This design comes from an exercise in tuning for small area on the open sky130 flow, not from production work.
In this exercise RTL edits were held to simulation tests only and were not proved equivalent to the original.
Power and IR drop assume default switching activity.

## north
// branch_predictor
module branch_predictor
#(
    parameter int unsigned XLEN    = branch_predictor_pkg::XLEN,
    parameter int unsigned ENTRIES = 16,
    parameter int unsigned IDX_W   = $clog2(ENTRIES)
)
(
    input  logic            clk,
    input  logic            rst_n,
    input  logic [XLEN-1:0] if_pc,
    output logic            pred_taken,
    output logic [XLEN-1:0] pred_target,
    input  logic            ex_valid,
    input  logic [XLEN-1:0] ex_pc,
    input  logic            ex_is_branch,
    input  logic            ex_is_jump,
    input  logic            ex_taken,
    input  logic [XLEN-1:0] ex_target,
    input  logic            ex_pred_taken,
    input  logic [XLEN-1:0] ex_pred_target,
    output logic            flush,
    output logic [XLEN-1:0] redirect_pc,
    output logic [31:0]     stat_branches,
    output logic [31:0]     stat_mispred
);
Settings: LEC_CHECK=0, CAP_MARGIN=20, CORE_MARGIN=2, CORE_UTILIZATION=75, PLACE_DENSITY=0.85, SLEW_MARGIN=20, SYNTH_HIERARCHICAL=1; clock period 7.0 ns.
standard.sh (not shown) runs the stock make flow with config.mk's settings and CLKGATE_MAP_FILE= SYNTH_SCRIPT=/design/flow/synth_recipe.tcl, a recipe that flattens the netlist after the stock synthesis.
==> flow/flow/run.sh <==
#!/bin/bash
# Layout flow: the standard flow (standard.sh, standard synthesis
# unchanged), with two layout choices made through ORFS variables:
#  - port buffers use the smallest buffer cell, sky130_fd_sc_hd__buf_1;
#  - clock tree built from clkbuf_4/clkbuf_8 in clusters of 16 sinks,
#    without dummy balancing loads.
# All tool output goes to flow.log here; ORFS also keeps per-step logs
# under orfs/logs/.
set -euo pipefail
cd "$(dirname "$0")/.."

export BUFFER_PORTS_ARGS="-buffer_cell sky130_fd_sc_hd__buf_1"
export CTS_ARGS="-sink_clustering_enable -repair_clock_nets -dont_use_dummy_load -buf_list {sky130_fd_sc_hd__clkbuf_4 sky130_fd_sc_hd__clkbuf_8} -sink_clustering_size 18 -sink_clustering_max_diameter 60"

bash standard.sh > flow.log 2>&1
north | status: complete | timing, DRC, antenna: pass
What south does differently from north at the input level:
-- flow/flow/run.sh --
<<< north, line 13
export CTS_ARGS="-sink_clustering_enable -repair_clock_nets -dont_use_dummy_load -buf_list {sky130_fd_sc_hd__clkbuf_4 sky130_fd_sc_hd__clkbuf_8} -sink_clustering_size 18 -sink_clustering_max_diameter 60"
>>> south, line 13
export CTS_ARGS="-sink_clustering_enable -repair_clock_nets -dont_use_dummy_load -buf_list {sky130_fd_sc_hd__clkbuf_8} -sink_clustering_size 20 -sink_clustering_max_diameter 40"
## What came out
Compared with north, south shows sequential cell area share lower by 0.88 points.
Compare north and south | share of the final layout cell area in multi-input gates higher: north
Summary — global-route met3 utilization, south relative to north: higher, by 1.8 points.
south gives more final cell count than north did.
Diff north..south | number of DRC violations after detailed routing | unchanged
On final routed wire length divided by cell count, the higher figure sits with south, not north.
Of north and south, south shows the higher overall routed net length, with north below it.
Clock group share of total power up 3.9 points in south wrt north
Est. power | south vs north | south higher
south vs north: utilization up
[south] least setup slack across all paths after layout rose 0.028 ns relative to north
Input-level comparison between east and south:
-- flow/flow/run.sh --
<<< south, line 13
export CTS_ARGS="-sink_clustering_enable -repair_clock_nets -dont_use_dummy_load -buf_list {sky130_fd_sc_hd__clkbuf_8} -sink_clustering_size 20 -sink_clustering_max_diameter 40"
>>> east, line 13
export CTS_ARGS="-sink_clustering_enable -repair_clock_nets -dont_use_dummy_load -buf_list {sky130_fd_sc_hd__clkbuf_4 sky130_fd_sc_hd__clkbuf_8} -sink_clustering_size 16 -sink_clustering_max_diameter 60"
Notes after the runs:
Across south and east, none had a timing, DRC or antenna violation.
Comparing east with south, the layout buffering overhead excluding clock cells came out essentially unchanged.
Total via count in the routed design of east falls short of that of south slightly.
Measured against each other, south and east differ in area added between synthesis and finish, the lower figure coming from east.
Sum of routed wire length over all layers: east < south
east gives more minimum clock period after layout than south did.
Min final area across south and east: east
Maximum cell stage delay along the critical path down 0.10 ns in east wrt south
#### Input delta (west over east)
Settings: a change of CORE_UTILIZATION from 75 to 80; a change of PLACE_DENSITY from 0.85 to 0.88.
west vs east: via count up by a few percent
On final period utilization: between east and west, it ends up lower for east.
Diff east -> west: cell area down about 0.4%, met3 track utilization from global routing up 3.3 points, HPWL after detailed placement up about 2.5%, total of plain and repair buffers excluding clock buffers up 4.0%.
Sequential share of layout area: west higher than east
Compared with east, west shows a higher share of power burned in the clock network.

* * *

Another version of the RTL of branch_predictor (not shown whole).
For scale: ~1100 flip-flops, ~270 I/O pins.
export LEC_CHECK = 0
export CAP_MARGIN = 20
export CORE_MARGIN = 2
export CORE_UTILIZATION = 75
export PLACE_DENSITY = 0.85
export SLEW_MARGIN = 20
export SYNTH_HIERARCHICAL = 1
create_clock -name core_clock -period 7.0 [get_ports {clk}]
==> flow/flow/run.sh <==
#!/bin/bash
# Layout flow: the standard flow (standard.sh, standard synthesis
# unchanged), with two layout choices made through ORFS variables:
#  - port buffers use the smallest buffer cell, sky130_fd_sc_hd__buf_1;
#  - clock tree built from clkbuf_4/clkbuf_8 in clusters of 18 sinks,
#    without dummy balancing loads.
# All tool output goes to flow.log here; ORFS also keeps per-step logs
# under orfs/logs/.
set -euo pipefail
cd "$(dirname "$0")/.."

export BUFFER_PORTS_ARGS="-buffer_cell sky130_fd_sc_hd__buf_1"
export CTS_ARGS="-sink_clustering_enable -repair_clock_nets -dont_use_dummy_load -buf_list {sky130_fd_sc_hd__clkbuf_4 sky130_fd_sc_hd__clkbuf_8} -sink_clustering_size 18 -sink_clustering_max_diameter 60"

bash standard.sh > flow.log 2>&1
Then changed:
--- a/flow/flow/run.sh
+++ b/flow/flow/run.sh
@@ -13,3 +13,4 @@
 export CTS_ARGS="-sink_clustering_enable -repair_clock_nets -dont_use_dummy_load -buf_list {sky130_fd_sc_hd__clkbuf_4 sky130_fd_sc_hd__clkbuf_8} -sink_clustering_size 18 -sink_clustering_max_diameter 60"
 
+export RECOVER_POWER=100
 bash standard.sh > flow.log 2>&1
Effect: The changed run completed and failed the layout checks on capacitance limit, slew limit; fmax is lower by 1.2%; register-to-register slack degrades by 80 ps; synthesized cell count does not change; final area is lower by 0.87%; die area is unchanged; non-clock buffer count stays the same; area after synthesis stays the same; worst setup slack degrades by 76 ps.

[what the ideal ports hide]
The results above use ideal ports. As a check the final layouts listed here were re-extracted and re-timed, cells and wires unchanged.
Step 1, drivers: a clkbuf_16 drives clk and a buf_2 each remaining input, both assumed.
Step 2, shift: input delay + t, output delay - t, t = (earliest + latest rising clock arrival at the registers) / 2. This alone moves slack from input paths to output paths.
Three values: ideal ports, drivers, drivers and shift; two values: the first two.
| run | t, ns | setup slack, ns | worst setup path after step 2 |
|---|---|---|---|
| north | 0.732 | 0.320 / 0.288 / 0.288 | input to output |
| south | 0.771 | 0.348 / 0.316 / 0.316 | input to output |
| east | 0.748 | 0.333 / 0.298 / 0.298 | input to output |
| west | 0.756 | 0.213 / 0.183 / 0.183 | input to output |
| the first run of note 2 | 0.714 | 0.473 / 0.415 / 0.415 | input to output |
| the second run of note 2 | 0.714 | 0.396 / 0.341 / 0.341 | input to output |
For the first run of note 2, which loses most, drivers alone change the setup slack by -0.058 ns; drivers and shift together by -0.058 ns.
